Context: an optimization exercise on an open-source flow, tuned for small area. The choices shown serve that exercise and are no tape-out recipe. In this exercise RTL edits were held to simulation tests only and were not proved equivalent to the original. Power and IR drop assume default switching activity.

==> design.v <==
`default_nettype none
package tcpcRegPkg;
	localparam int DATA_W = 16;  
	localparam int BYTE_W = 8;
	localparam int ADDR_W = 8;
endpackage
`default_nettype wire
`timescale 1ns/1ps
`default_nettype none
module tcpcHoldMux #(parameter int W = 8)
(
	input  logic         en_i,
	input  logic         hold_i,
	input  logic [W-1:0] d_i,
	input  logic [W-1:0] q_i,
	output logic [W-1:0] nx_o
);
	assign nx_o = ({W{en_i}} & d_i) | ({W{hold_i}} & q_i);
endmodule
`default_nettype wire
`timescale 1ns/1ps
`default_nettype none
module tcpcAoi3 #(parameter int W = 8)
(
	input  logic         s0_i,
	input  logic         s1_i,
	input  logic         s2_i,
	input  logic [W-1:0] d0_i,
	input  logic [W-1:0] d1_i,
	input  logic [W-1:0] d2_i,
	output logic [W-1:0] y_no
);
	assign y_no = ~(({W{s0_i}} & d0_i) | ({W{s1_i}} & d1_i) | ({W{s2_i}} & d2_i));
endmodule
module tcpcAoi2 #(parameter int W = 8)
(
	input  logic         s0_i,
	input  logic         s1_i,
	input  logic [W-1:0] d0_i,
	input  logic [W-1:0] d1_i,
	output logic [W-1:0] y_no
);
	assign y_no = ~(({W{s0_i}} & d0_i) | ({W{s1_i}} & d1_i));
endmodule
`default_nettype wire
`timescale 1ns/1ps
`default_nettype none
module tcpcRegisterFile
(
	input  logic        CLK,
	input  logic        reset,
	input  logic        req_i,
	input  logic        rnw_i,
	input  logic [7:0]  addr_i,
	input  logic [15:0] wrData_i,
	input  logic [15:0] vendorId_i,
	input  logic [15:0] productId_i,
	input  logic [15:0] deviceId_i,
	input  logic [7:0]  ccStatus_i,
	input  logic [7:0]  powerStatus_i,
	output logic        ack_o,
	output logic [15:0] rdData_o,
	output logic [7:0]  roleControl_o,
	output logic [7:0]  powerControl_o,
	output logic [7:0]  transmit_o
);
	logic wr, rd;
	assign wr = req_i & ~rnw_i;
	assign rd = req_i & rnw_i & ~reset;
	logic [15:0] lo;
	logic [7:0]  hi, wrHi, rdHi;
	assign lo   = 16'(1) << addr_i[3:0];
	assign hi   = addr_i[7] ? 8'h00 : (8'(1) << addr_i[6:4]);
	assign wrHi = hi & {8{wr}};
	logic [15:0] loW;
	logic [7:0]  hiW;
	assign loW = lo | {16{reset}};
	assign hiW = wrHi | {8{reset}};
	assign rdHi = hi & {8{rd}};
	logic [15:0] wd0, wd1;
	assign wd0 = wrData_i & {16{~reset}};
	assign wd1 = wrData_i | {16{reset}};
	logic [15:0] alert, alert_nx;
	logic alert_en;
	assign alert_en = hiW[1] & loW[0];
	tcpcHoldMux #(.W(8)) u_alert_0 (.en_i(alert_en), .hold_i(~alert_en), .d_i({wd0[7], wd0[6], wd0[5], wd0[4], wd0[3], wd0[2], wd0[1], wd0[0]}), .q_i(alert[7:0]), .nx_o(alert_nx[7:0]));
	tcpcHoldMux #(.W(8)) u_alert_1 (.en_i(alert_en), .hold_i(~alert_en), .d_i({wd0[15], wd0[14], wd0[13], wd0[12], wd0[11], wd0[10], wd0[9], wd0[8]}), .q_i(alert[15:8]), .nx_o(alert_nx[15:8]));
	always_ff @(posedge CLK)
		alert <= alert_nx;
	logic [15:0] alertMask, alertMask_nx;
	logic alertMask_en;
	assign alertMask_en = hiW[1] & loW[2];
	tcpcHoldMux #(.W(8)) u_alertMask_0 (.en_i(alertMask_en), .hold_i(~alertMask_en), .d_i({wd1[7], wd1[6], wd1[5], wd1[4], wd1[3], wd1[2], wd1[1], wd1[0]}), .q_i(alertMask[7:0]), .nx_o(alertMask_nx[7:0]));
	tcpcHoldMux #(.W(8)) u_alertMask_1 (.en_i(alertMask_en), .hold_i(~alertMask_en), .d_i({wd0[15], wd0[14], wd0[13], wd0[12], wd1[11], wd1[10], wd1[9], wd1[8]}), .q_i(alertMask[15:8]), .nx_o(alertMask_nx[15:8]));
	always_ff @(posedge CLK)
		alertMask <= alertMask_nx;
	logic [15:0] vbusSinkDisc, vbusSinkDisc_nx;
	logic vbusSinkDisc_en;
	assign vbusSinkDisc_en = hiW[7] & loW[2];
	tcpcHoldMux #(.W(8)) u_vbusSinkDisc_0 (.en_i(vbusSinkDisc_en), .hold_i(~vbusSinkDisc_en), .d_i({wd0[7], wd0[6], wd0[5], wd0[4], wd0[3], wd0[2], wd0[1], wd0[0]}), .q_i(vbusSinkDisc[7:0]), .nx_o(vbusSinkDisc_nx[7:0]));
	tcpcHoldMux #(.W(8)) u_vbusSinkDisc_1 (.en_i(vbusSinkDisc_en), .hold_i(~vbusSinkDisc_en), .d_i({wd0[15], wd0[14], wd0[13], wd0[12], wd0[11], wd0[10], wd0[9], wd0[8]}), .q_i(vbusSinkDisc[15:8]), .nx_o(vbusSinkDisc_nx[15:8]));
	always_ff @(posedge CLK)
		vbusSinkDisc <= vbusSinkDisc_nx;
	logic [15:0] vbusStopDisch, vbusStopDisch_nx;
	logic vbusStopDisch_en;
	assign vbusStopDisch_en = hiW[7] & loW[4];
	tcpcHoldMux #(.W(8)) u_vbusStopDisch_0 (.en_i(vbusStopDisch_en), .hold_i(~vbusStopDisch_en), .d_i({wd0[7], wd0[6], wd0[5], wd0[4], wd0[3], wd0[2], wd0[1], wd0[0]}), .q_i(vbusStopDisch[7:0]), .nx_o(vbusStopDisch_nx[7:0]));
	tcpcHoldMux #(.W(8)) u_vbusStopDisch_1 (.en_i(vbusStopDisch_en), .hold_i(~vbusStopDisch_en), .d_i({wd0[15], wd0[14], wd0[13], wd0[12], wd0[11], wd0[10], wd0[9], wd0[8]}), .q_i(vbusStopDisch[15:8]), .nx_o(vbusStopDisch_nx[15:8]));
	always_ff @(posedge CLK)
		vbusStopDisch <= vbusStopDisch_nx;
	logic [15:0] vbusAlarmHi, vbusAlarmHi_nx;
	logic vbusAlarmHi_en;
	assign vbusAlarmHi_en = hiW[7] & loW[6];
	tcpcHoldMux #(.W(8)) u_vbusAlarmHi_0 (.en_i(vbusAlarmHi_en), .hold_i(~vbusAlarmHi_en), .d_i({wd0[7], wd0[6], wd0[5], wd0[4], wd0[3], wd0[2], wd0[1], wd0[0]}), .q_i(vbusAlarmHi[7:0]), .nx_o(vbusAlarmHi_nx[7:0]));
	tcpcHoldMux #(.W(8)) u_vbusAlarmHi_1 (.en_i(vbusAlarmHi_en), .hold_i(~vbusAlarmHi_en), .d_i({wd0[15], wd0[14], wd0[13], wd0[12], wd0[11], wd0[10], wd0[9], wd0[8]}), .q_i(vbusAlarmHi[15:8]), .nx_o(vbusAlarmHi_nx[15:8]));
	always_ff @(posedge CLK)
		vbusAlarmHi <= vbusAlarmHi_nx;
	logic [15:0] vbusAlarmLo, vbusAlarmLo_nx;
	logic vbusAlarmLo_en;
	assign vbusAlarmLo_en = hiW[7] & loW[8];
	tcpcHoldMux #(.W(8)) u_vbusAlarmLo_0 (.en_i(vbusAlarmLo_en), .hold_i(~vbusAlarmLo_en), .d_i({wd0[7], wd0[6], wd0[5], wd0[4], wd0[3], wd0[2], wd0[1], wd0[0]}), .q_i(vbusAlarmLo[7:0]), .nx_o(vbusAlarmLo_nx[7:0]));
	tcpcHoldMux #(.W(8)) u_vbusAlarmLo_1 (.en_i(vbusAlarmLo_en), .hold_i(~vbusAlarmLo_en), .d_i({wd0[15], wd0[14], wd0[13], wd0[12], wd0[11], wd0[10], wd0[9], wd0[8]}), .q_i(vbusAlarmLo[15:8]), .nx_o(vbusAlarmLo_nx[15:8]));
	always_ff @(posedge CLK)
		vbusAlarmLo <= vbusAlarmLo_nx;
	logic [7:0] powerStatusMask, powerStatusMask_nx;
	logic powerStatusMask_en;
	assign powerStatusMask_en = hiW[1] & loW[4];
	tcpcHoldMux #(.W(8)) u_powerStatusMask (.en_i(powerStatusMask_en), .hold_i(~powerStatusMask_en), .d_i({wd1[7], wd1[6], wd1[5], wd1[4], wd1[3], wd1[2], wd1[1], wd1[0]}), .q_i(powerStatusMask[7:0]), .nx_o(powerStatusMask_nx[7:0]));
	always_ff @(posedge CLK)
		powerStatusMask <= powerStatusMask_nx;
	logic [7:0] faultStatusMask, faultStatusMask_nx;
	logic faultStatusMask_en;
	assign faultStatusMask_en = hiW[1] & loW[5];
	tcpcHoldMux #(.W(8)) u_faultStatusMask (.en_i(faultStatusMask_en), .hold_i(~faultStatusMask_en), .d_i({wd1[7], wd1[6], wd1[5], wd1[4], wd1[3], wd1[2], wd1[1], wd1[0]}), .q_i(faultStatusMask[7:0]), .nx_o(faultStatusMask_nx[7:0]));
	always_ff @(posedge CLK)
		faultStatusMask <= faultStatusMask_nx;
	logic [7:0] configStdOutput, configStdOutput_nx;
	logic configStdOutput_en;
	assign configStdOutput_en = hiW[1] & loW[8];
	tcpcHoldMux #(.W(8)) u_configStdOutput (.en_i(configStdOutput_en), .hold_i(~configStdOutput_en), .d_i({wd0[7], wd1[6], wd1[5], wd0[4], wd0[3], wd0[2], wd0[1], wd0[0]}), .q_i(configStdOutput[7:0]), .nx_o(configStdOutput_nx[7:0]));
	always_ff @(posedge CLK)
		configStdOutput <= configStdOutput_nx;
	logic [7:0] tcpcControl, tcpcControl_nx;
	logic tcpcControl_en;
	assign tcpcControl_en = hiW[1] & loW[9];
	tcpcHoldMux #(.W(8)) u_tcpcControl (.en_i(tcpcControl_en), .hold_i(~tcpcControl_en), .d_i({wd0[7], wd0[6], wd0[5], wd0[4], wd0[3], wd0[2], wd0[1], wd0[0]}), .q_i(tcpcControl[7:0]), .nx_o(tcpcControl_nx[7:0]));
	always_ff @(posedge CLK)
		tcpcControl <= tcpcControl_nx;
	logic [7:0] roleControl, roleControl_nx;
	logic roleControl_en;
	assign roleControl_en = hiW[1] & loW[10];
	tcpcHoldMux #(.W(8)) u_roleControl (.en_i(roleControl_en), .hold_i(~roleControl_en), .d_i({wd0[7], wd0[6], wd0[5], wd0[4], wd1[3], wd0[2], wd1[1], wd0[0]}), .q_i(roleControl[7:0]), .nx_o(roleControl_nx[7:0]));
	always_ff @(posedge CLK)
		roleControl <= roleControl_nx;
	logic [7:0] faultControl, faultControl_nx;
	logic faultControl_en;
	assign faultControl_en = hiW[1] & loW[11];
	tcpcHoldMux #(.W(8)) u_faultControl (.en_i(faultControl_en), .hold_i(~faultControl_en), .d_i({wd0[7], wd0[6], wd0[5], wd0[4], wd0[3], wd0[2], wd0[1], wd0[0]}), .q_i(faultControl[7:0]), .nx_o(faultControl_nx[7:0]));
	always_ff @(posedge CLK)
		faultControl <= faultControl_nx;
	logic [7:0] powerControl, powerControl_nx;
	logic powerControl_en;
	assign powerControl_en = hiW[1] & loW[12];
	tcpcHoldMux #(.W(8)) u_powerControl (.en_i(powerControl_en), .hold_i(~powerControl_en), .d_i({wd0[7], wd1[6], wd1[5], wd0[4], wd0[3], wd0[2], wd0[1], wd0[0]}), .q_i(powerControl[7:0]), .nx_o(powerControl_nx[7:0]));
	always_ff @(posedge CLK)
		powerControl <= powerControl_nx;
	logic [7:0] faultStatus, faultStatus_nx;
	logic faultStatus_en;
	assign faultStatus_en = hiW[1] & loW[15];
	tcpcHoldMux #(.W(8)) u_faultStatus (.en_i(faultStatus_en), .hold_i(~faultStatus_en), .d_i({wd1[7], wd0[6], wd0[5], wd0[4], wd0[3], wd0[2], wd0[1], wd0[0]}), .q_i(faultStatus[7:0]), .nx_o(faultStatus_nx[7:0]));
	always_ff @(posedge CLK)
		faultStatus <= faultStatus_nx;
	logic [7:0] msgHeaderInfo, msgHeaderInfo_nx;
	logic msgHeaderInfo_en;
	assign msgHeaderInfo_en = hiW[2] & loW[14];
	tcpcHoldMux #(.W(8)) u_msgHeaderInfo (.en_i(msgHeaderInfo_en), .hold_i(~msgHeaderInfo_en), .d_i({wd0[7], wd0[6], wd0[5], wd0[4], wd0[3], wd0[2], wd0[1], wd0[0]}), .q_i(msgHeaderInfo[7:0]), .nx_o(msgHeaderInfo_nx[7:0]));
	always_ff @(posedge CLK)
		msgHeaderInfo <= msgHeaderInfo_nx;
	logic [7:0] receiveDetect, receiveDetect_nx;
	logic receiveDetect_en;
	assign receiveDetect_en = hiW[2] & loW[15];
	tcpcHoldMux #(.W(8)) u_receiveDetect (.en_i(receiveDetect_en), .hold_i(~receiveDetect_en), .d_i({wd0[7], wd0[6], wd0[5], wd0[4], wd0[3], wd0[2], wd0[1], wd0[0]}), .q_i(receiveDetect[7:0]), .nx_o(receiveDetect_nx[7:0]));
	always_ff @(posedge CLK)
		receiveDetect <= receiveDetect_nx;
	logic [7:0] transmit, transmit_nx;
	logic transmit_en;
	assign transmit_en = hiW[5] & loW[0];
	tcpcHoldMux #(.W(8)) u_transmit (.en_i(transmit_en), .hold_i(~transmit_en), .d_i({wd0[7], wd0[6], wd0[5], wd0[4], wd0[3], wd0[2], wd0[1], wd0[0]}), .q_i(transmit[7:0]), .nx_o(transmit_nx[7:0]));
	always_ff @(posedge CLK)
		transmit <= transmit_nx;
	logic [7:0] txByteCount, txByteCount_nx;
	logic txByteCount_en;
	assign txByteCount_en = hiW[5] & loW[1];
	tcpcHoldMux #(.W(8)) u_txByteCount (.en_i(txByteCount_en), .hold_i(~txByteCount_en), .d_i({wd0[7], wd1[6], wd1[5], wd0[4], wd0[3], wd1[2], wd0[1], wd1[0]}), .q_i(txByteCount[7:0]), .nx_o(txByteCount_nx[7:0]));
	always_ff @(posedge CLK)
		txByteCount <= txByteCount_nx;
	logic [7:0] txBuf0, txBuf0_nx;
	logic txBuf0_en;
	assign txBuf0_en = hiW[5] & loW[2];
	tcpcHoldMux #(.W(8)) u_txBuf0 (.en_i(txBuf0_en), .hold_i(~txBuf0_en), .d_i({wd0[7], wd0[6], wd0[5], wd0[4], wd0[3], wd0[2], wd0[1], wd0[0]}), .q_i(txBuf0[7:0]), .nx_o(txBuf0_nx[7:0]));
	always_ff @(posedge CLK)
		txBuf0 <= txBuf0_nx;
	logic [7:0] txBuf1, txBuf1_nx;
	logic txBuf1_en;
	assign txBuf1_en = hiW[5] & loW[3];
	tcpcHoldMux #(.W(8)) u_txBuf1 (.en_i(txBuf1_en), .hold_i(~txBuf1_en), .d_i({wd0[7], wd0[6], wd0[5], wd0[4], wd0[3], wd0[2], wd0[1], wd0[0]}), .q_i(txBuf1[7:0]), .nx_o(txBuf1_nx[7:0]));
	always_ff @(posedge CLK)
		txBuf1 <= txBuf1_nx;
	logic [7:0] txBuf2, txBuf2_nx;
	logic txBuf2_en;
	assign txBuf2_en = hiW[5] & loW[4];
	tcpcHoldMux #(.W(8)) u_txBuf2 (.en_i(txBuf2_en), .hold_i(~txBuf2_en), .d_i({wd0[7], wd0[6], wd0[5], wd0[4], wd0[3], wd0[2], wd0[1], wd0[0]}), .q_i(txBuf2[7:0]), .nx_o(txBuf2_nx[7:0]));
	always_ff @(posedge CLK)
		txBuf2 <= txBuf2_nx;
	logic [7:0] txBuf3, txBuf3_nx;
	logic txBuf3_en;
	assign txBuf3_en = hiW[5] & loW[5];
	tcpcHoldMux #(.W(8)) u_txBuf3 (.en_i(txBuf3_en), .hold_i(~txBuf3_en), .d_i({wd0[7], wd0[6], wd0[5], wd0[4], wd0[3], wd0[2], wd0[1], wd0[0]}), .q_i(txBuf3[7:0]), .nx_o(txBuf3_nx[7:0]));
	always_ff @(posedge CLK)
		txBuf3 <= txBuf3_nx;
	logic [7:0] txBuf4, txBuf4_nx;
	logic txBuf4_en;
	assign txBuf4_en = hiW[5] & loW[6];
	tcpcHoldMux #(.W(8)) u_txBuf4 (.en_i(txBuf4_en), .hold_i(~txBuf4_en), .d_i({wd0[7], wd0[6], wd0[5], wd0[4], wd0[3], wd0[2], wd0[1], wd0[0]}), .q_i(txBuf4[7:0]), .nx_o(txBuf4_nx[7:0]));
	always_ff @(posedge CLK)
		txBuf4 <= txBuf4_nx;
	logic [7:0] txBuf5, txBuf5_nx;
	logic txBuf5_en;
	assign txBuf5_en = hiW[5] & loW[7];
	tcpcHoldMux #(.W(8)) u_txBuf5 (.en_i(txBuf5_en), .hold_i(~txBuf5_en), .d_i({wd0[7], wd0[6], wd0[5], wd0[4], wd0[3], wd0[2], wd0[1], wd0[0]}), .q_i(txBuf5[7:0]), .nx_o(txBuf5_nx[7:0]));
	always_ff @(posedge CLK)
		txBuf5 <= txBuf5_nx;
	logic [7:0] txBuf6, txBuf6_nx;
	logic txBuf6_en;
	assign txBuf6_en = hiW[5] & loW[8];
	tcpcHoldMux #(.W(8)) u_txBuf6 (.en_i(txBuf6_en), .hold_i(~txBuf6_en), .d_i({wd0[7], wd0[6], wd0[5], wd0[4], wd0[3], wd0[2], wd0[1], wd0[0]}), .q_i(txBuf6[7:0]), .nx_o(txBuf6_nx[7:0]));
	always_ff @(posedge CLK)
		txBuf6 <= txBuf6_nx;
	logic [7:0] txBuf7, txBuf7_nx;
	logic txBuf7_en;
	assign txBuf7_en = hiW[5] & loW[9];
	tcpcHoldMux #(.W(8)) u_txBuf7 (.en_i(txBuf7_en), .hold_i(~txBuf7_en), .d_i({wd0[7], wd0[6], wd0[5], wd0[4], wd0[3], wd0[2], wd0[1], wd0[0]}), .q_i(txBuf7[7:0]), .nx_o(txBuf7_nx[7:0]));
	always_ff @(posedge CLK)
		txBuf7 <= txBuf7_nx;
	logic [7:0] txBuf8, txBuf8_nx;
	logic txBuf8_en;
	assign txBuf8_en = hiW[5] & loW[10];
	tcpcHoldMux #(.W(8)) u_txBuf8 (.en_i(txBuf8_en), .hold_i(~txBuf8_en), .d_i({wd0[7], wd0[6], wd0[5], wd0[4], wd0[3], wd0[2], wd0[1], wd0[0]}), .q_i(txBuf8[7:0]), .nx_o(txBuf8_nx[7:0]));
	always_ff @(posedge CLK)
		txBuf8 <= txBuf8_nx;
	logic [7:0] txBuf9, txBuf9_nx;
	logic txBuf9_en;
	assign txBuf9_en = hiW[5] & loW[11];
	tcpcHoldMux #(.W(8)) u_txBuf9 (.en_i(txBuf9_en), .hold_i(~txBuf9_en), .d_i({wd0[7], wd0[6], wd0[5], wd0[4], wd0[3], wd0[2], wd0[1], wd0[0]}), .q_i(txBuf9[7:0]), .nx_o(txBuf9_nx[7:0]));
	always_ff @(posedge CLK)
		txBuf9 <= txBuf9_nx;
	logic [7:0] txBuf10, txBuf10_nx;
	logic txBuf10_en;
	assign txBuf10_en = hiW[5] & loW[12];
	tcpcHoldMux #(.W(8)) u_txBuf10 (.en_i(txBuf10_en), .hold_i(~txBuf10_en), .d_i({wd0[7], wd0[6], wd0[5], wd0[4], wd0[3], wd0[2], wd0[1], wd0[0]}), .q_i(txBuf10[7:0]), .nx_o(txBuf10_nx[7:0]));
	always_ff @(posedge CLK)
		txBuf10 <= txBuf10_nx;
	logic [7:0] txBuf11, txBuf11_nx;
	logic txBuf11_en;
	assign txBuf11_en = hiW[5] & loW[13];
	tcpcHoldMux #(.W(8)) u_txBuf11 (.en_i(txBuf11_en), .hold_i(~txBuf11_en), .d_i({wd0[7], wd0[6], wd0[5], wd0[4], wd0[3], wd0[2], wd0[1], wd0[0]}), .q_i(txBuf11[7:0]), .nx_o(txBuf11_nx[7:0]));
	always_ff @(posedge CLK)
		txBuf11 <= txBuf11_nx;
	logic [7:0] txBuf12, txBuf12_nx;
	logic txBuf12_en;
	assign txBuf12_en = hiW[5] & loW[14];
	tcpcHoldMux #(.W(8)) u_txBuf12 (.en_i(txBuf12_en), .hold_i(~txBuf12_en), .d_i({wd0[7], wd0[6], wd0[5], wd0[4], wd0[3], wd0[2], wd0[1], wd0[0]}), .q_i(txBuf12[7:0]), .nx_o(txBuf12_nx[7:0]));
	always_ff @(posedge CLK)
		txBuf12 <= txBuf12_nx;
	logic [7:0] txBuf13, txBuf13_nx;
	logic txBuf13_en;
	assign txBuf13_en = hiW[5] & loW[15];
	tcpcHoldMux #(.W(8)) u_txBuf13 (.en_i(txBuf13_en), .hold_i(~txBuf13_en), .d_i({wd0[7], wd0[6], wd0[5], wd0[4], wd0[3], wd0[2], wd0[1], wd0[0]}), .q_i(txBuf13[7:0]), .nx_o(txBuf13_nx[7:0]));
	always_ff @(posedge CLK)
		txBuf13 <= txBuf13_nx;
	logic [7:0] txBuf14, txBuf14_nx;
	logic txBuf14_en;
	assign txBuf14_en = hiW[6] & loW[0];
	tcpcHoldMux #(.W(8)) u_txBuf14 (.en_i(txBuf14_en), .hold_i(~txBuf14_en), .d_i({wd0[7], wd0[6], wd0[5], wd0[4], wd0[3], wd0[2], wd0[1], wd0[0]}), .q_i(txBuf14[7:0]), .nx_o(txBuf14_nx[7:0]));
	always_ff @(posedge CLK)
		txBuf14 <= txBuf14_nx;
	logic [7:0] txBuf15, txBuf15_nx;
	logic txBuf15_en;
	assign txBuf15_en = hiW[6] & loW[1];
	tcpcHoldMux #(.W(8)) u_txBuf15 (.en_i(txBuf15_en), .hold_i(~txBuf15_en), .d_i({wd0[7], wd0[6], wd0[5], wd0[4], wd0[3], wd0[2], wd0[1], wd0[0]}), .q_i(txBuf15[7:0]), .nx_o(txBuf15_nx[7:0]));
	always_ff @(posedge CLK)
		txBuf15 <= txBuf15_nx;
	logic [7:0] txBuf16, txBuf16_nx;
	logic txBuf16_en;
	assign txBuf16_en = hiW[6] & loW[2];
	tcpcHoldMux #(.W(8)) u_txBuf16 (.en_i(txBuf16_en), .hold_i(~txBuf16_en), .d_i({wd0[7], wd0[6], wd0[5], wd0[4], wd0[3], wd0[2], wd0[1], wd0[0]}), .q_i(txBuf16[7:0]), .nx_o(txBuf16_nx[7:0]));
	always_ff @(posedge CLK)
		txBuf16 <= txBuf16_nx;
	logic [7:0] txBuf17, txBuf17_nx;
	logic txBuf17_en;
	assign txBuf17_en = hiW[6] & loW[3];
	tcpcHoldMux #(.W(8)) u_txBuf17 (.en_i(txBuf17_en), .hold_i(~txBuf17_en), .d_i({wd0[7], wd0[6], wd0[5], wd0[4], wd0[3], wd0[2], wd0[1], wd0[0]}), .q_i(txBuf17[7:0]), .nx_o(txBuf17_nx[7:0]));
	always_ff @(posedge CLK)
		txBuf17 <= txBuf17_nx;
	logic [7:0] txBuf18, txBuf18_nx;
	logic txBuf18_en;
	assign txBuf18_en = hiW[6] & loW[4];
	tcpcHoldMux #(.W(8)) u_txBuf18 (.en_i(txBuf18_en), .hold_i(~txBuf18_en), .d_i({wd0[7], wd0[6], wd0[5], wd0[4], wd0[3], wd0[2], wd0[1], wd0[0]}), .q_i(txBuf18[7:0]), .nx_o(txBuf18_nx[7:0]));
	always_ff @(posedge CLK)
		txBuf18 <= txBuf18_nx;
	logic [7:0] txBuf19, txBuf19_nx;
	logic txBuf19_en;
	assign txBuf19_en = hiW[6] & loW[5];
	tcpcHoldMux #(.W(8)) u_txBuf19 (.en_i(txBuf19_en), .hold_i(~txBuf19_en), .d_i({wd0[7], wd0[6], wd0[5], wd0[4], wd0[3], wd0[2], wd0[1], wd0[0]}), .q_i(txBuf19[7:0]), .nx_o(txBuf19_nx[7:0]));
	always_ff @(posedge CLK)
		txBuf19 <= txBuf19_nx;
	logic [7:0] txBuf20, txBuf20_nx;
	logic txBuf20_en;
	assign txBuf20_en = hiW[6] & loW[6];
	tcpcHoldMux #(.W(8)) u_txBuf20 (.en_i(txBuf20_en), .hold_i(~txBuf20_en), .d_i({wd0[7], wd0[6], wd0[5], wd0[4], wd0[3], wd0[2], wd0[1], wd0[0]}), .q_i(txBuf20[7:0]), .nx_o(txBuf20_nx[7:0]));
	always_ff @(posedge CLK)
		txBuf20 <= txBuf20_nx;
	logic [7:0] txBuf21, txBuf21_nx;
	logic txBuf21_en;
	assign txBuf21_en = hiW[6] & loW[7];
	tcpcHoldMux #(.W(8)) u_txBuf21 (.en_i(txBuf21_en), .hold_i(~txBuf21_en), .d_i({wd0[7], wd0[6], wd0[5], wd0[4], wd0[3], wd0[2], wd0[1], wd0[0]}), .q_i(txBuf21[7:0]), .nx_o(txBuf21_nx[7:0]));
	always_ff @(posedge CLK)
		txBuf21 <= txBuf21_nx;
	logic [7:0] txBuf22, txBuf22_nx;
	logic txBuf22_en;
	assign txBuf22_en = hiW[6] & loW[8];
	tcpcHoldMux #(.W(8)) u_txBuf22 (.en_i(txBuf22_en), .hold_i(~txBuf22_en), .d_i({wd0[7], wd0[6], wd0[5], wd0[4], wd0[3], wd0[2], wd0[1], wd0[0]}), .q_i(txBuf22[7:0]), .nx_o(txBuf22_nx[7:0]));
	always_ff @(posedge CLK)
		txBuf22 <= txBuf22_nx;
	logic [7:0] txBuf23, txBuf23_nx;
	logic txBuf23_en;
	assign txBuf23_en = hiW[6] & loW[9];
	tcpcHoldMux #(.W(8)) u_txBuf23 (.en_i(txBuf23_en), .hold_i(~txBuf23_en), .d_i({wd0[7], wd0[6], wd0[5], wd0[4], wd0[3], wd0[2], wd0[1], wd0[0]}), .q_i(txBuf23[7:0]), .nx_o(txBuf23_nx[7:0]));
	always_ff @(posedge CLK)
		txBuf23 <= txBuf23_nx;
	logic [7:0] txBuf24, txBuf24_nx;
	logic txBuf24_en;
	assign txBuf24_en = hiW[6] & loW[10];
	tcpcHoldMux #(.W(8)) u_txBuf24 (.en_i(txBuf24_en), .hold_i(~txBuf24_en), .d_i({wd0[7], wd0[6], wd0[5], wd0[4], wd0[3], wd0[2], wd0[1], wd0[0]}), .q_i(txBuf24[7:0]), .nx_o(txBuf24_nx[7:0]));
	always_ff @(posedge CLK)
		txBuf24 <= txBuf24_nx;
	logic [7:0] txBuf25, txBuf25_nx;
	logic txBuf25_en;
	assign txBuf25_en = hiW[6] & loW[11];
	tcpcHoldMux #(.W(8)) u_txBuf25 (.en_i(txBuf25_en), .hold_i(~txBuf25_en), .d_i({wd0[7], wd0[6], wd0[5], wd0[4], wd0[3], wd0[2], wd0[1], wd0[0]}), .q_i(txBuf25[7:0]), .nx_o(txBuf25_nx[7:0]));
	always_ff @(posedge CLK)
		txBuf25 <= txBuf25_nx;
	logic [7:0] txBuf26, txBuf26_nx;
	logic txBuf26_en;
	assign txBuf26_en = hiW[6] & loW[12];
	tcpcHoldMux #(.W(8)) u_txBuf26 (.en_i(txBuf26_en), .hold_i(~txBuf26_en), .d_i({wd0[7], wd0[6], wd0[5], wd0[4], wd0[3], wd0[2], wd0[1], wd0[0]}), .q_i(txBuf26[7:0]), .nx_o(txBuf26_nx[7:0]));
	always_ff @(posedge CLK)
		txBuf26 <= txBuf26_nx;
	logic [7:0] txBuf27, txBuf27_nx;
	logic txBuf27_en;
	assign txBuf27_en = hiW[6] & loW[13];
	tcpcHoldMux #(.W(8)) u_txBuf27 (.en_i(txBuf27_en), .hold_i(~txBuf27_en), .d_i({wd0[7], wd0[6], wd0[5], wd0[4], wd0[3], wd0[2], wd0[1], wd0[0]}), .q_i(txBuf27[7:0]), .nx_o(txBuf27_nx[7:0]));
	always_ff @(posedge CLK)
		txBuf27 <= txBuf27_nx;
	logic [7:0] txBuf28, txBuf28_nx;
	logic txBuf28_en;
	assign txBuf28_en = hiW[6] & loW[14];
	tcpcHoldMux #(.W(8)) u_txBuf28 (.en_i(txBuf28_en), .hold_i(~txBuf28_en), .d_i({wd0[7], wd0[6], wd0[5], wd0[4], wd0[3], wd0[2], wd0[1], wd0[0]}), .q_i(txBuf28[7:0]), .nx_o(txBuf28_nx[7:0]));
	always_ff @(posedge CLK)
		txBuf28 <= txBuf28_nx;
	logic [7:0] txBuf29, txBuf29_nx;
	logic txBuf29_en;
	assign txBuf29_en = hiW[6] & loW[15];
	tcpcHoldMux #(.W(8)) u_txBuf29 (.en_i(txBuf29_en), .hold_i(~txBuf29_en), .d_i({wd0[7], wd0[6], wd0[5], wd0[4], wd0[3], wd0[2], wd0[1], wd0[0]}), .q_i(txBuf29[7:0]), .nx_o(txBuf29_nx[7:0]));
	always_ff @(posedge CLK)
		txBuf29 <= txBuf29_nx;
	assign roleControl_o  = roleControl;
	assign powerControl_o = powerControl;
	assign transmit_o     = transmit;
	logic rs00;
	assign rs00 = rdHi[0] & lo[0];
	logic rs02;
	assign rs02 = rdHi[0] & lo[2];
	logic rs04;
	assign rs04 = rdHi[0] & lo[4];
	logic rs06;
	assign rs06 = rdHi[0] & lo[6];
	logic rs08;
	assign rs08 = rdHi[0] & lo[8];
	logic rs0A;
	assign rs0A = rdHi[0] & lo[10];
	logic rs10;
	assign rs10 = rdHi[1] & lo[0];
	logic rs12;
	assign rs12 = rdHi[1] & lo[2];
	logic rs14;
	assign rs14 = rdHi[1] & lo[4];
	logic rs15;
	assign rs15 = rdHi[1] & lo[5];
	logic rs18;
	assign rs18 = rdHi[1] & lo[8];
	logic rs19;
	assign rs19 = rdHi[1] & lo[9];
	logic rs1A;
	assign rs1A = rdHi[1] & lo[10];
	logic rs1B;
	assign rs1B = rdHi[1] & lo[11];
	logic rs1C;
	assign rs1C = rdHi[1] & lo[12];
	logic rs1D;
	assign rs1D = rdHi[1] & lo[13];
	logic rs1E;
	assign rs1E = rdHi[1] & lo[14];
	logic rs1F;
	assign rs1F = rdHi[1] & lo[15];
	logic rs2E;
	assign rs2E = rdHi[2] & lo[14];
	logic rs2F;
	assign rs2F = rdHi[2] & lo[15];
	logic rs50;
	assign rs50 = rdHi[5] & lo[0];
	logic rs51;
	assign rs51 = rdHi[5] & lo[1];
	logic rs52;
	assign rs52 = rdHi[5] & lo[2];
	logic rs53;
	assign rs53 = rdHi[5] & lo[3];
	logic rs54;
	assign rs54 = rdHi[5] & lo[4];
	logic rs55;
	assign rs55 = rdHi[5] & lo[5];
	logic rs56;
	assign rs56 = rdHi[5] & lo[6];
	logic rs57;
	assign rs57 = rdHi[5] & lo[7];
	logic rs58;
	assign rs58 = rdHi[5] & lo[8];
	logic rs59;
	assign rs59 = rdHi[5] & lo[9];
	logic rs5A;
	assign rs5A = rdHi[5] & lo[10];
	logic rs5B;
	assign rs5B = rdHi[5] & lo[11];
	logic rs5C;
	assign rs5C = rdHi[5] & lo[12];
	logic rs5D;
	assign rs5D = rdHi[5] & lo[13];
	logic rs5E;
	assign rs5E = rdHi[5] & lo[14];
	logic rs5F;
	assign rs5F = rdHi[5] & lo[15];
	logic rs60;
	assign rs60 = rdHi[6] & lo[0];
	logic rs61;
	assign rs61 = rdHi[6] & lo[1];
	logic rs62;
	assign rs62 = rdHi[6] & lo[2];
	logic rs63;
	assign rs63 = rdHi[6] & lo[3];
	logic rs64;
	assign rs64 = rdHi[6] & lo[4];
	logic rs65;
	assign rs65 = rdHi[6] & lo[5];
	logic rs66;
	assign rs66 = rdHi[6] & lo[6];
	logic rs67;
	assign rs67 = rdHi[6] & lo[7];
	logic rs68;
	assign rs68 = rdHi[6] & lo[8];
	logic rs69;
	assign rs69 = rdHi[6] & lo[9];
	logic rs6A;
	assign rs6A = rdHi[6] & lo[10];
	logic rs6B;
	assign rs6B = rdHi[6] & lo[11];
	logic rs6C;
	assign rs6C = rdHi[6] & lo[12];
	logic rs6D;
	assign rs6D = rdHi[6] & lo[13];
	logic rs6E;
	assign rs6E = rdHi[6] & lo[14];
	logic rs6F;
	assign rs6F = rdHi[6] & lo[15];
	logic rs72;
	assign rs72 = rdHi[7] & lo[2];
	logic rs74;
	assign rs74 = rdHi[7] & lo[4];
	logic rs76;
	assign rs76 = rdHi[7] & lo[6];
	logic rs78;
	assign rs78 = rdHi[7] & lo[8];
	logic [15:0] lw0_n;
	tcpcAoi3 #(.W(16)) u_lw0 (.s0_i(rs10), .s1_i(rs12), .s2_i(rs72), .d0_i(alert), .d1_i(alertMask), .d2_i(vbusSinkDisc), .y_no(lw0_n));
	logic [15:0] lw1_n;
	tcpcAoi3 #(.W(16)) u_lw1 (.s0_i(rs74), .s1_i(rs76), .s2_i(rs78), .d0_i(vbusStopDisch), .d1_i(vbusAlarmHi), .d2_i(vbusAlarmLo), .y_no(lw1_n));
	logic [15:0] lw2_n;
	tcpcAoi3 #(.W(16)) u_lw2 (.s0_i(rs00), .s1_i(rs02), .s2_i(rs04), .d0_i(vendorId_i), .d1_i(productId_i), .d2_i(deviceId_i), .y_no(lw2_n));
	logic [7:0] lb0_n;
	tcpcAoi3 #(.W(8)) u_lb0 (.s0_i(rs14), .s1_i(rs15), .s2_i(rs18), .d0_i(powerStatusMask), .d1_i(faultStatusMask), .d2_i(configStdOutput), .y_no(lb0_n));
	logic [7:0] lb1_n;
	tcpcAoi3 #(.W(8)) u_lb1 (.s0_i(rs19), .s1_i(rs1A), .s2_i(rs1B), .d0_i(tcpcControl), .d1_i(roleControl), .d2_i(faultControl), .y_no(lb1_n));
	logic [7:0] lb2_n;
	tcpcAoi3 #(.W(8)) u_lb2 (.s0_i(rs1C), .s1_i(rs1F), .s2_i(rs2E), .d0_i(powerControl), .d1_i(faultStatus), .d2_i(msgHeaderInfo), .y_no(lb2_n));
	logic [7:0] lb3_n;
	tcpcAoi3 #(.W(8)) u_lb3 (.s0_i(rs2F), .s1_i(rs50), .s2_i(rs51), .d0_i(receiveDetect), .d1_i(transmit), .d2_i(txByteCount), .y_no(lb3_n));
	logic [7:0] lb4_n;
	tcpcAoi3 #(.W(8)) u_lb4 (.s0_i(rs52), .s1_i(rs53), .s2_i(rs54), .d0_i(txBuf0), .d1_i(txBuf1), .d2_i(txBuf2), .y_no(lb4_n));
	logic [7:0] lb5_n;
	tcpcAoi3 #(.W(8)) u_lb5 (.s0_i(rs55), .s1_i(rs56), .s2_i(rs57), .d0_i(txBuf3), .d1_i(txBuf4), .d2_i(txBuf5), .y_no(lb5_n));
	logic [7:0] lb6_n;
	tcpcAoi3 #(.W(8)) u_lb6 (.s0_i(rs58), .s1_i(rs59), .s2_i(rs5A), .d0_i(txBuf6), .d1_i(txBuf7), .d2_i(txBuf8), .y_no(lb6_n));
	logic [7:0] lb7_n;
	tcpcAoi3 #(.W(8)) u_lb7 (.s0_i(rs5B), .s1_i(rs5C), .s2_i(rs5D), .d0_i(txBuf9), .d1_i(txBuf10), .d2_i(txBuf11), .y_no(lb7_n));
	logic [7:0] lb8_n;
	tcpcAoi3 #(.W(8)) u_lb8 (.s0_i(rs5E), .s1_i(rs5F), .s2_i(rs60), .d0_i(txBuf12), .d1_i(txBuf13), .d2_i(txBuf14), .y_no(lb8_n));
	logic [7:0] lb9_n;
	tcpcAoi3 #(.W(8)) u_lb9 (.s0_i(rs61), .s1_i(rs62), .s2_i(rs63), .d0_i(txBuf15), .d1_i(txBuf16), .d2_i(txBuf17), .y_no(lb9_n));
	logic [7:0] lb10_n;
	tcpcAoi3 #(.W(8)) u_lb10 (.s0_i(rs64), .s1_i(rs65), .s2_i(rs66), .d0_i(txBuf18), .d1_i(txBuf19), .d2_i(txBuf20), .y_no(lb10_n));
	logic [7:0] lb11_n;
	tcpcAoi3 #(.W(8)) u_lb11 (.s0_i(rs67), .s1_i(rs68), .s2_i(rs69), .d0_i(txBuf21), .d1_i(txBuf22), .d2_i(txBuf23), .y_no(lb11_n));
	logic [7:0] lb12_n;
	tcpcAoi3 #(.W(8)) u_lb12 (.s0_i(rs6A), .s1_i(rs6B), .s2_i(rs6C), .d0_i(txBuf24), .d1_i(txBuf25), .d2_i(txBuf26), .y_no(lb12_n));
	logic [7:0] lb13_n;
	tcpcAoi3 #(.W(8)) u_lb13 (.s0_i(rs6D), .s1_i(rs6E), .s2_i(rs6F), .d0_i(txBuf27), .d1_i(txBuf28), .d2_i(txBuf29), .y_no(lb13_n));
	logic [7:0] lb14_n;
	tcpcAoi2 #(.W(8)) u_lb14 (.s0_i(rs1D), .s1_i(rs1E), .d0_i(ccStatus_i), .d1_i(powerStatus_i), .y_no(lb14_n));
	logic [15:0] rdNext;
	logic [15:0] cst;
	assign cst = {(1'b0), (1'b0), (rs08), (rs0A), (1'b0), (1'b0), (1'b0), (1'b0), (1'b0), (1'b0), (1'b0), (rs06 | rs08 | rs0A), (1'b0), (rs06), (rs06 | rs08 | rs0A), (1'b0)};
	assign rdNext[15:8] = cst[15:8] | ~(lw0_n[15:8] & lw1_n[15:8] & lw2_n[15:8]);
	assign rdNext[7:0]  = cst[7:0] | ~(lw0_n[7:0] & lw1_n[7:0] & lw2_n[7:0]
		& lb0_n
		& lb1_n
		& lb2_n
		& lb3_n
		& lb4_n
		& lb5_n
		& lb6_n
		& lb7_n
		& lb8_n
		& lb9_n
		& lb10_n
		& lb11_n
		& lb12_n
		& lb13_n
		& lb14_n);
	logic mapped;
	assign mapped = (hi[0] & (lo[0] | lo[2] | lo[4] | lo[6] | lo[8] | lo[10]))
		| (hi[1] & (lo[0] | lo[2] | lo[4] | lo[5] | lo[8] | lo[9] | lo[10] | lo[11] | lo[12] | lo[13] | lo[14] | lo[15]))
		| (hi[2] & (lo[14] | lo[15]))
		| (hi[5] & (lo[0] | lo[1] | lo[2] | lo[3] | lo[4] | lo[5] | lo[6] | lo[7] | lo[8] | lo[9] | lo[10] | lo[11] | lo[12] | lo[13] | lo[14] | lo[15]))
		| (hi[6] & (lo[0] | lo[1] | lo[2] | lo[3] | lo[4] | lo[5] | lo[6] | lo[7] | lo[8] | lo[9] | lo[10] | lo[11] | lo[12] | lo[13] | lo[14] | lo[15]))
		| (hi[7] & (lo[2] | lo[4] | lo[6] | lo[8]));
	always_ff @(posedge CLK)
	begin
		ack_o    <= req_i & ~reset & mapped;
		rdData_o <= rdNext;
	end
endmodule
`default_nettype wire
==> flow/run.sh <==
#!/bin/bash
# The standard layout (the standard.sh, unchanged synthesis) with three knobs:
# ports are buffered with the smallest buffer; global placement is not
# timing-driven and removes synthesis buffers first (flow/pre_gpl.tcl); clock
# tree synthesis uses clkbuf_8 sink clusters without dummy loads.
# All output goes to flow.log here; ORFS keeps each step's own log under orfs/logs/.
set -euo pipefail
cd "$(dirname "$0")/.."
bash standard.sh \
	"BUFFER_PORTS_ARGS=-buffer_cell sky130_fd_sc_hd__buf_1" \
	"PRE_GLOBAL_PLACE_TCL=$PWD/flow/pre_gpl.tcl" \
	"CTS_ARGS=-sink_clustering_enable -repair_clock_nets -dont_use_dummy_load -buf_list sky130_fd_sc_hd__clkbuf_8 -sink_clustering_size 16 -sink_clustering_max_diameter 60" \
	finish > flow.log 2>&1
==> flow/pre_gpl.tcl <==
# Global placement runs without timing-driven mode here; drop synthesis's
# buffers first, as the timing-driven standard flow does, and let the
# post-placement repair add only the buffers the design rules call for.
remove_buffers
==> standard.sh <==
#!/bin/bash
# synth_recipe.tcl (not shown) runs the flow's synth.tcl, then flattens the netlist and writes it again
# the make line also repeats each setting of config.mk as NAME=value (left out here)
make -C /OpenROAD-flow-scripts/flow DESIGN_CONFIG=/design/flow/config.mk WORK_HOME=/design/flow/orfs CLKGATE_MAP_FILE= SYNTH_SCRIPT=/design/flow/synth_recipe.tcl "${@:-finish}"
==> config.mk <==
export PLATFORM = sky130hd
export DESIGN_NAME = tcpcRegisterFile
export DESIGN_NICKNAME = tcpcRegisterFile
export VERILOG_FILES = /design/flow/design.v
export SDC_FILE = /design/flow/constraint.sdc
export NUM_CORES = 4
export LEC_CHECK = 0
export CAP_MARGIN = 20
export CORE_MARGIN = 2
export CORE_UTILIZATION = 70
export GPL_TIMING_DRIVEN = 0
export SLEW_MARGIN = 20
export SYNTH_HIERARCHICAL = 1
export SYNTH_MINIMUM_KEEP_SIZE = 0
==> constraint.sdc <==
create_clock -name core_clock -period 5.0 [get_ports {CLK}]
set_input_delay 1.0000 -clock core_clock [delete_from_list [all_inputs] [get_ports {CLK}]]
set_output_delay 1.0000 -clock core_clock [all_outputs]
set_load 0.01 [all_outputs]
==> qor.csv, run 1 <==
stage,metric,value,unit
yosys,ys_ff_latch,449,
global_routing,grt_pass1_wl,79400,µm
clock_network,postCtsSetupBuffers,0,
cells_and_area,fin_util,73.9,%
global_routing,grt-ovfl-total,0,
worst_setup_path,critPathSlowestCell,a222oi_1,
clock_network,cts.path.max_buffers,3,
floorplan,core,24400,µm²
floorplan,die_x,162,µm
worst_setup_path,cp-startpoint,reset,
floorplan,ios,133,
global_routing,antenna_found_initial,2,
sta,finClkSkew,42.6,ps
pwr,p_sw_share,26.0,%
clock_network,htreeDepth,2,
yosys,synth_nets,1644,
yosys,ys_types,47,
pwr,p_int,4950,µW
run_status,outcome,"complete, no violations",
clock_network,ctsResizeCount,0,
yosys,synth-seq-area-share,51.5,%
yosys,netlist_instances,1552,
global_routing,grt_pass1_vias,13300,
placement,hpwl,36100,µm
placement,place_congestion,0.972,
floorplan,num_rows,57,
sta,hold_viol_final,0,
sta,worstMarginPinSlew,1180,ps
global_routing,grt_usage,38.7,%
sta,timing.final.crit_share,88.6,%
pwr,power.total,6690,µW
clock_network,clkLatencyLatePin,570,ps
pwr,p_clk_share,25.8,%
cells_and_area,final_common_cell,dfxtp_1,
worst_setup_path,cp_slowest_stage_delay,640,ps
routing,drt_iter0_drc,2832,
placement,io_buffers,132,
flow_run,maxCapViolations,0,
routing,vias,14400,
worst_setup_path,r2r_cells,5,
cells_and_area,drive_above_1_share,6.47,%
routing,drc,0,
sta,fmax,226,MHz
pwr,pwr-share-seq,62.8,%
cells_and_area,area_growth,3.35,%
routing,vias_per_cell,7.65,
cells_and_area,multiInputGateArea,7170,µm²
sta,setup_viol,0,
pwr,combinationalPowerShare,11.4,%
worst_setup_path,cp_cell_sequence,buf_2 > buf_16 > buf_12 > and3b_1 > nand2_1 > nor2_1 > a222oi_1 > and4_1 > nand3_1 > or4_1,
cells_and_area,fillers,1808,
routing,finalWirelength,52400,µm
worst_setup_path,crit_path_end,rdData_o[7],
floorplan,start_util,71.5,%
yosys,syn-cell-area,17400,µm²
sta,rsz0062_at_grt,no,
pwr,netSwitchingPower,1740,µW
pwr,powerDensity,371,nW/µm²
cells_and_area,final_cell_mix,"dfxtp_1, a22o_1, a222oi_1, buf_1, nor2_1",
routing,wl_per_cell,27.8,µm
yosys,synth.avg_cell_area,11.2,µm²
cells_and_area,ff_latch_area,8990,µm²
hold_path,hp-class,reg -> reg,
clock_network,cts_root_buffer,clkbuf_8,
clock_network,cts_buffers,35,
worst_setup_path,crit_type,in -> reg,
worst_setup_path,start_kind,primary input,
floorplan,die_y,162,µm
cells_and_area,final_nets,1656,
floorplan,die-area,26200,µm²
clock_network,cts_tree,done,
pwr,leakagePower,0.00709,µW
clock_network,cts.clk_slew.worst_paths,90,ps
worst_setup_path,reg2reg_from,txBuf6[1],
sta,max-slew-margin-rel,20.8,%
worst_setup_path,path_max_fanout,45,
worst_setup_path,critPathRequiredTime,5400,ps
worst_setup_path,r2r_setup_slack,2650,ps
worst_setup_path,cp.arrival,4830,ps
yosys,yosysWarnings,7,
sta,finalCriticalPeriod,4430,ps
worst_setup_path,critPathCaptureType,flip-flop,
pwr,peakVddDrop,277,µV
global_routing,grt_max_degree,46,
clock_network,hold_buffers,0,
routing,dr.pass1.iters,12,
routing,antenna_left,0,
clock_network,cts.sinks,449,
worst_setup_path,timing.rr.end,rdData_o[1],
sta,maxSlewViolCount,0,
==> power by group through the flow <==
stage	registers, µW	clock network [µW]	logic, µW
floorplan	4220	0	575
global placement	4260	0	683
detailed placement	4260	0	743
CTS	4190	1720	744
global route	4240	1870	813
finish	4200	1720	764
==> worst min-delay path by stage <==
| stage | from | endpoint | slack [ps] | cells after the start |
|---|---|---|---|---|
| 2_1_floorplan | alertMask[4] | alertMask[4] | 440 | 1 |
| 3_3_place_gp | txBuf16[7] | txBuf16[7] | 450 | 1 |
| 3_5_place_dp | txBuf2[0] | txBuf2[0] | 450 | 1 |
| 4_1_cts | txBuf1[1] | txBuf1[1] | 470 | 1 |
| 5_1_grt | txBuf13[2] | txBuf13[2] | 480 | 1 |
| 6_report | vbusStopDisch[1] | vbusStopDisch[1] | 480 | 1 |
==> area by class of cell <==
class | instances | share of cell area, %
Inverter | 35 | 0.729
Clock buffer | 35 | 2.67
Antenna cell | 1 | 0.0139
Tap cell | 324 | 2.25
Sequential cell | 449 | 49.9
Multi-Input combinational cell | 896 | 39.8
Timing Repair Buffer | 147 | 4.66
==> per-stage QoR <==
step	setup TNS, ps	instance area, µm²	std cells	hold slack, ps	setup WS, ps
detailed placement	0	17500	1851	453	166
finish	0	18000	1887	476	570
CTS	0	18000	1886	473	776
global route	0	18000	1886	485	513
floorplan	0	17400	1552	439	1750
global placement	-605650	17100	1836	451	-1890
==> kinds of logic after synthesis <==
logic type	after synthesis	share of synthesized area, %
AO/OA/AOI/OAI	651	33.3
flip-flops	449	51.5
AND/OR/NAND/NOR	245	7.25
buffers and inverters	207	7.92
==> sequential cells by signal, indices dropped and copies added, names as in the netlist, 16 cells and up <==
signal and flops:
vbusAlarmLo 16, vbusSinkDisc 16, alertMask 16, vbusAlarmHi 16, alert 16, vbusStopDisch 16, rdData_o 16
==> worst max-delay path: cells and delay by family <==
kind / cells / cell delay [ps]
buffers and inverters: 3 / 880
AND/OR/NAND/NOR: 6 / 2260
AO/OA/AOI/OAI: 1 / 640
==> cells in the mapped netlist, drive strengths merged <==
master   instances  area (µm²)
o211a            1        10.0
inv             35         131
and2             2        12.5
and3b            1        8.76
nand3           20         105
nor3             6        30.0
and4b            1        10.0
a32oi            2        17.5
o21ai           27         135
nand2           22        85.1
clkbuf          36         170
a222oi         160        1600
and3             2        12.5
or4              5        37.5
a221oi           1        8.76
a21oi           12        75.1
dfxtp          449        8990
a41o             1        10.0
a22o           432        3780
nor2b           21         131
buf            136        1080
nand4           26         178
a31oi            2        12.5
nand2b           5        31.3
and4             8        70.1
nor2           105         394
a22oi            8         109
o2111ai          2        17.5
or2             13        81.3
a41oi            1        8.76
nor4b            2        32.5
and4bb           1        12.5
nor4             5        31.3
o21bai           1        7.51
o211ai           1        7.51
==> per-layer routing <==
| metal | part of all wire [%] | vias up | track usage, % |
|---|---|---|---|
| li1 | - | 6224 | - |
| met1 | 40 | 7094 | 54.8 |
| met2 | 44 | 970 | 58.9 |
| met3 | 12 | 144 | 7.56 |
| met4 | 4.0 | 2 | 14.9 |
| met5 | 0.025 | - | 0 |
==> run 2: changes to the inputs <==
==> flow/run.sh (replaced) <==
#!/bin/bash
# The standard layout (the standard.sh, unchanged synthesis) with two knobs:
# ports are buffered with the smallest buffer, and clock tree synthesis uses
# clkbuf_8 sink clusters without dummy loads. All output goes to flow.log here;
# ORFS keeps each step's own log under orfs/logs/.
set -euo pipefail
cd "$(dirname "$0")/.."
bash standard.sh \
	"BUFFER_PORTS_ARGS=-buffer_cell sky130_fd_sc_hd__buf_1" \
	"CTS_ARGS=-sink_clustering_enable -repair_clock_nets -dont_use_dummy_load -buf_list sky130_fd_sc_hd__clkbuf_8 -sink_clustering_size 16 -sink_clustering_max_diameter 60" \
	finish > flow.log 2>&1
==> config.mk (replaced) <==
export PLATFORM = sky130hd
export DESIGN_NAME = tcpcRegisterFile
export DESIGN_NICKNAME = tcpcRegisterFile
export VERILOG_FILES = /design/flow/design.v
export SDC_FILE = /design/flow/constraint.sdc
export NUM_CORES = 4
export LEC_CHECK = 0
export CAP_MARGIN = 10
export CORE_MARGIN = 2
export CORE_UTILIZATION = 80
export SLEW_MARGIN = 10
export SYNTH_HIERARCHICAL = 1
export SYNTH_MINIMUM_KEEP_SIZE = 0
removed: flow/pre_gpl.tcl
==> run 2 against run 1 <==
Net effect: largest cell class unchanged; die area shrank 12%; core utilization rose by 8.5 points; final cell count decreased by 1.5%; register-to-register slack gained 310 ps; clock power barely moved.
==> qor.csv, run 2 <==
stage,metric,value,unit
run_status,outcome,"complete, no violations",
global_routing,grtUsageMet3,11.1,%
cells_and_area,final_cell_mix,"dfxtp_1, a22o_1, a222oi_1, buf_1, nor2_1",
pwr,p_sw_share,26.5,%
cells_and_area,final_nets,1672,
yosys,ys_ff_latch,449,
clock_network,clkLatencyLatePin,560,ps
worst_setup_path,worst-path-buf-inv,1,
yosys,synth_edf_count,0,
yosys,syn-cell-area,17400,µm²
hold_path,worst_hold_path.endpoint,txBuf19[3],
sta,rsz0062_at_grt,no,
pwr,p_clk_share,25.5,%
worst_setup_path,timing.rr.end,rdData_o[2],
worst_setup_path,critPathSlowestCell,a222oi_1,
worst_setup_path,critPathTopFamily,simple AND/OR/NAND/NOR gates,
yosys,synth.largest_area_cell,dfxtp_1,
floorplan,die_x,152,µm
pwr,peakVddDrop,312,µV
yosys,synth_compound_area_share,33.3,%
worst_setup_path,cp_slowest_stage_delay,770,ps
yosys,synth.avg_cell_area,11.2,µm²
floorplan,die_y,152,µm
clock_network,postCtsSetupBuffers,0,
cells_and_area,fillers,1266,
sta,setup_viol,0,
clock_network,cts_tree,done,
yosys,synthTopCellsByCount,"dfxtp_1, a22o_1, a222oi_1",
placement,place_congestion,1.05,
hold_path,hp-class,reg -> reg,
floorplan,die-area,23000,µm²
yosys,yosysWarnings,7,
routing,drc,0,
floorplan,ios,133,
clock_network,cts_buffers,34,
pwr,pwr-share-seq,63.4,%
routing,antenna_left,0,
worst_setup_path,path_max_fanout,20,
clock_network,ctsResizeCount,0,
worst_setup_path,critPathRequiredTime,5410,ps
routing,finalWirelength,54500,µm
cells_and_area,final_common_cell,dfxtp_1,
clock_network,cts_root_buffer,clkbuf_8,
routing,dr.pass1.iters,13,
placement,dp.cells,1823,
worst_setup_path,critPathCaptureType,flip-flop,
sta,hold_viol_final,0,
worst_setup_path,crit_type,in -> reg,
hold_path,whs_path_depth,1,
global_routing,antenna_found_initial,3,
routing,drt_iter0_drc,3257,
sta,worstMarginPinSlew,1300,ps
cells_and_area,drive_above_1_share,6.53,%
yosys,synth-seq-area-share,51.5,%
pwr,leakagePower,0.00709,µW
floorplan,core,21600,µm²
global_routing,grt_pass1_vias,13400,
yosys,synthMuxAreaShare,0,%
clock_network,htreeDepth,2,
placement,place_area,17300,µm²
yosys,synth_xor_area_share,0,%
placement,hpwl,36800,µm
floorplan,start_util,80.7,%
yosys,yosys.cell_count.top_type,dfxtp_1,
global_routing,grt_max_degree,81,
worst_setup_path,r2r_cells,5,
cells_and_area,fin_cells,1858,
placement,dp_slack,918,ps
pwr,combinationalPowerShare,11.2,%
global_routing,gr-max-usage-layer,met2,
pwr,p_int,4920,µW
placement,io_buffers,132,
routing,wl_per_cell,29.3,µm
global_routing,grt_pass1_wl,80300,µm
clock_network,hold_buffers,0,
routing,vias_per_cell,8.07,
sta,final.setup.tns,0,ps
worst_setup_path,r2r_setup_slack,2960,ps
worst_setup_path,reg2reg_from,txBuf6[2],
global_routing,grt_usage,45.5,%
worst_setup_path,cp.arrival,4180,ps
cells_and_area,final_cell_area,17800,µm²
worst_setup_path,cp_cell_sequence,buf_1 > nor2b_1 > nand2_1 > nor2_1 > a222oi_1 > and4_1 > nand3_1 > nor4_1 > o21ai_0,
sta,max-slew-margin-rel,12.9,%
global_routing,met2_usage,68.3,%
sta,fmax,265,MHz
worst_setup_path,start_kind,primary input,
routing,vias,15000,
yosys,synthAdderAreaFrac,0,%
global_routing,grt-ovfl-total,0,
global_routing,use_met1,63.9,%
yosys,synth_ff_type,dfxtp_1,
yosys,ys_types,47,
sta,maxSlewViolCount,0,
pwr,netSwitchingPower,1770,µW
sta,finClkSkew,31.0,ps
yosys,synthTopCellsByArea,"dfxtp_1, a22o_1, a222oi_1, buf_6, nor2_1",
flow_run,maxCapViolations,0,
cells_and_area,antennaDiodeCount,0,
yosys,synthArstFlopShare,0,%
sta,finalCriticalPeriod,3770,ps
clock_network,cts.sinks,449,
floorplan,num_rows,54,
clock_network,cts.clk_slew.worst_paths,90,ps
cells_and_area,area_growth,2.10,%
yosys,synth_nets,1644,
yosys,netlist_instances,1552,
yosys,synth_top_family_by_area,compound AO/OA/AOI/OAI gates,
sta,finalWorstSetupSlack,1230,ps
sta,timing.final.crit_share,75.5,%
clock_network,cts.path.max_buffers,3,
yosys,synth_simple_gate_area_share,7.25,%
pwr,powerDensity,376,nW/µm²
yosys,yosysTopAreaCellShare,51.5,%
hold_path,min-delay-start,txBuf19[3],
-- run 2: cell counts after synthesis --
No cell type changed its count.
-- run 2: area by class of cell --
class                   instances  area (µm²)  share of cell area (%)
flip-flops and latches        449        8990                    50.5
multi-input cells             896        7130                    40.0
repair buffers                164         737                    4.14
clock buffers                  34         468                    2.63
well taps                     280         350                    1.97
inverters                      35         131                   0.738
-- run 2: cells by family after synthesis --
kind of cell | Yosys count
compound gates | 651
buf+inv | 207
flops | 449
simple gates | 245
-- run 2: metrics by stage --
stage / util (%) / hold slack (ps) / total power [µW]
detailed placement: 80.1 / 452 / 5010
floorplan: - / 439 / 4790
global placement: 80.1 / 451 / 4970
CTS: 82.3 / 480 / 6630
global route: 82.3 / 489 / 6860
finish: 82.3 / 478 / 6700
-- run 2: worst max-delay path by stage --
stage / from / to / slack (ps) / depth (start not counted)
5_1_grt: addr_i[2] / rdData_o[2] / 1150 / 9
2_1_floorplan: reset / alert[4] / 1750 / 4
4_1_cts: addr_i[2] / rdData_o[2] / 1440 / 9
3_5_place_dp: addr_i[2] / rdData_o[2] / 920 / 9
6_report: addr_i[2] / rdData_o[2] / 1230 / 9
3_3_place_gp: addr_i[2] / rdData_o[2] / 1020 / 9
-- run 2: routing by layer --
| layer | wire (µm) | part of all wire [%] |
|---|---|---|
| met1 | 20500 | 38 |
| met2 | 23700 | 43 |
| met3 | 7720 | 14 |
| met4 | 2560 | 4.7 |
| met5 | 27 | 0.050 |
-- run 2: power groups by stage --
stage | sequential [µW] | combinational (µW) | clock (µW)
after CTS | 4220 | 723 | 1690
after detailed placement | 4290 | 718 | 0
after floorplan | 4220 | 575 | 0
final | 4240 | 748 | 1710
after global placement | 4290 | 685 | 0
after global routing | 4270 | 793 | 1800
==> run 3: changes to the inputs <==
--- a/config.mk
+++ b/config.mk
@@ -5,9 +5,9 @@
 export SDC_FILE = /design/flow/constraint.sdc
 export NUM_CORES = 4
 export LEC_CHECK = 0
-export CAP_MARGIN = 10
+export CAP_MARGIN = 5
 export CORE_MARGIN = 2
-export CORE_UTILIZATION = 80
-export SLEW_MARGIN = 10
+export CORE_UTILIZATION = 70
+export SLEW_MARGIN = 5
 export SYNTH_HIERARCHICAL = 1
 export SYNTH_MINIMUM_KEEP_SIZE = 0
==> run 3 against run 2 <==
Net effect: still clean; clock power is essentially flat; sequential cell count stayed put; combinational power fell by 1%; setup slack improved by 180 ps; sequential power barely moved; maximum frequency rose by 4.9%; register-to-register slack hardly changed; critical path depth is the same; design area rose by 0.37%.
==> qor.csv, run 3 <==
stage,metric,value,unit
sta,worstMarginPinSlew,1280,ps
sta,finClkSkew,71.9,ps
hold_path,whs_path_depth,1,
run_status,outcome,"complete, no violations",
pwr,pwr-share-seq,63.3,%
flow_run,maxCapViolations,0,
yosys,syn-cell-area,17400,µm²
sta,maxSlewViolCount,0,
routing,antenna_left,0,
clock_network,htreeDepth,2,
yosys,synthArstFlopShare,0,%
clock_network,cts_buffers,35,
yosys,yosysWarnings,7,
global_routing,grt_usage,39.9,%
routing,vias_per_cell,7.65,
sta,final.setup.tns,0,ps
yosys,synth.avg_cell_area,11.2,µm²
yosys,synth_ff_type,dfxtp_1,
routing,wl_per_cell,28.4,µm
global_routing,grt_pass1_vias,13000,
cells_and_area,ff_latch_area,8990,µm²
floorplan,start_util,71.5,%
clock_network,cts_tree,done,
placement,dp_slack,1030,ps
worst_setup_path,critPathCaptureType,flip-flop,
cells_and_area,final_nets,1671,
clock_network,hold_buffers,0,
pwr,netSwitchingPower,1750,µW
worst_setup_path,r2r_setup_slack,2960,ps
clock_network,cts_root_buffer,clkbuf_8,
floorplan,core,24400,µm²
global_routing,antenna_found_initial,4,
clock_network,clkLatencyLatePin,560,ps
hold_path,min-delay-start,vbusAlarmLo[12],
clock_network,cts.clk_slew.worst_paths,90,ps
worst_setup_path,cp.arrival,4000,ps
cells_and_area,fillers,1807,
yosys,synthTopCellsByCount,"dfxtp_1, a22o_1, a222oi_1",
pwr,leakagePower,0.00708,µW
worst_setup_path,path_max_fanout,20,
routing,dr.pass1.iters,12,
sta,rsz0062_at_grt,no,
global_routing,grt-ovfl-total,0,
pwr,p_clk_share,25.6,%
hold_path,hp-class,reg -> reg,
sta,finalWorstSetupSlack,1400,ps
cells_and_area,final_cell_mix,"dfxtp_1, a22o_1, a222oi_1, buf_1, nor2_1",
routing,drt_iter0_drc,3009,
floorplan,die-area,26200,µm²
sta,fmax,278,MHz
routing,finalWirelength,54000,µm
pwr,peakVddDrop,343,µV
cells_and_area,final_common_cell,dfxtp_1,
sta,setup_viol,0,
routing,vias,14600,
cells_and_area,area_growth,2.47,%
yosys,synthTopCellsByArea,"dfxtp_1, a22o_1, a222oi_1, buf_6, nor2_1",
sta,finalCriticalPeriod,3600,ps
placement,io_buffers,132,
worst_setup_path,crit_type,in -> reg,
yosys,ys_ff_latch,449,
hold_path,worst_hold_path.endpoint,vbusAlarmLo[12],
floorplan,num_rows,57,
sta,max-slew-margin-rel,13.6,%
worst_setup_path,reg2reg_from,txBuf12[6],
floorplan,ios,133,
placement,hpwl,37400,µm
pwr,p_int,4940,µW
global_routing,grt_max_degree,56,
sta,timing.final.crit_share,72.0,%
cells_and_area,drive_above_1_share,6.53,%
yosys,yosysTopAreaCellShare,51.5,%
placement,place_congestion,1.08,
floorplan,die_y,162,µm
clock_network,ctsResizeCount,0,
yosys,yosys.cell_count.top_type,dfxtp_1,
yosys,synth.largest_area_cell,dfxtp_1,
pwr,combinationalPowerShare,11.1,%
yosys,synth-seq-area-share,51.5,%
worst_setup_path,start_kind,primary input,
yosys,netlist_instances,1552,
sta,hold_viol_final,0,
worst_setup_path,timing.rr.end,rdData_o[6],
floorplan,die_x,162,µm
pwr,p_sw_share,26.1,%
routing,drc,0,
yosys,synth_edf_count,0,
clock_network,cts.sinks,449,
global_routing,grt_pass1_wl,81100,µm
clock_network,cts.path.max_buffers,3,
clock_network,postCtsSetupBuffers,0,
yosys,synth_nets,1644,
worst_setup_path,r2r_cells,4,
worst_setup_path,critPathRequiredTime,5410,ps
cells_and_area,multiInputGateArea,7130,µm²
pwr,powerDensity,374,nW/µm²
yosys,ys_types,47,
[run 3: cell counts after synthesis]
Identical to the previous run, type by type.
[run 3: through the flow]
stage          power (µW)  instance area (µm²)  instances  utilization, %  hold WS, ps
3_3_place_gp         4980                17400       1866            71.3          451
5_1_grt              6910                17900       1901            73.2          491
4_1_cts              6650                17900       1901            73.2          473
6_report             6680                17900       1903            73.3          475
3_5_place_dp         5000                17400       1866            71.3          453
2_1_floorplan        4790                17400       1552               -          439
[run 3: worst max path at each step]
stage             endpoint  slack (ps)  startpoint
5_1_grt        rdData_o[4]        1300   addr_i[2]
3_3_place_gp   rdData_o[5]        1040   addr_i[2]
2_1_floorplan     alert[4]        1750       reset
3_5_place_dp   rdData_o[2]        1030   addr_i[2]
6_report       rdData_o[4]        1400   addr_i[2]
4_1_cts        rdData_o[2]        1620   addr_i[2]
[run 3: layout make-up]
cell class	instances	area share, %
tap	324	2.27
timing repair buffer	162	4.04
inverter	35	0.735
clock buffer	35	2.70
sequential	449	50.3
antenna	2	0.0280
multi-input combinational	896	39.9
[run 3: kinds of logic (layout without fill, tap and decap cells)]
family | after synthesis | count (layout) | share of synthesized area [%]
other | 0 | 2 | 0
buffers and inverters | 207 | 232 | 7.92
AOI/OAI and AO/OA | 651 | 651 | 33.3
and+or+nand+nor | 245 | 245 | 7.25
DFF | 449 | 449 | 51.5
[run 3: layer usage]
layer	track usage (%)	part of all wire [%]	up-vias
met2	58.7	43	1130
met4	14.9	3.9	0
met1	58.9	41	7018
met3	6.95	12	146
met5	0	0	-
li1	-	-	6256
[run 3: power groups by stage]
| stage | registers (µW) | logic, µW | clock network [µW] |
|---|---|---|---|
| 2_1_floorplan | 4220 | 575 | 0 |
| 3_3_place_gp | 4290 | 691 | 0 |
| 3_5_place_dp | 4290 | 718 | 0 |
| 4_1_cts | 4220 | 720 | 1720 |
| 5_1_grt | 4260 | 789 | 1860 |
| 6_report | 4230 | 740 | 1710 |
[run 3: critical path, cell delays in order]
cell	delay, ps
buf_1	610
nor2b_1	260
nand2_1	380
nor2_1	230
a222oi_1	730
and4_1	280
nand3_1	90
nor4_1	320
nand2_1	100

-- static timing again, ports no longer ideal --
No port has a modelled driver above. Below, the same layouts with a new extraction and two added sets of constraints. Step 1 assumes that a clkbuf_16 drives the clock port and a buf_2 every other input. Step 2, shift: input delay + t, output delay - t, t = (earliest + latest rising clock arrival at the registers) / 2. This alone moves slack from input paths to output paths. Three values: ideal, step 1, step 2; two values: the first two.
run	t (ns)	slack for setup (ns)	hold WS [ns]	pins driven straight from the clock port
run 1	0.590	0.570 / 0.595 / 0.005	0.476 / 0.476 / 0.476	1
run 2	0.591	1.226 / 1.224 / 0.632	0.478 / 0.478 / 0.478	1
run 3	0.574	1.401 / 1.393 / 0.820	0.475 / 0.475 / 0.475	1
After both steps every run listed still meets setup and hold. For run 2, which loses most, drivers alone change the setup slack by -0.002 ns; drivers and shift together by -0.594 ns.
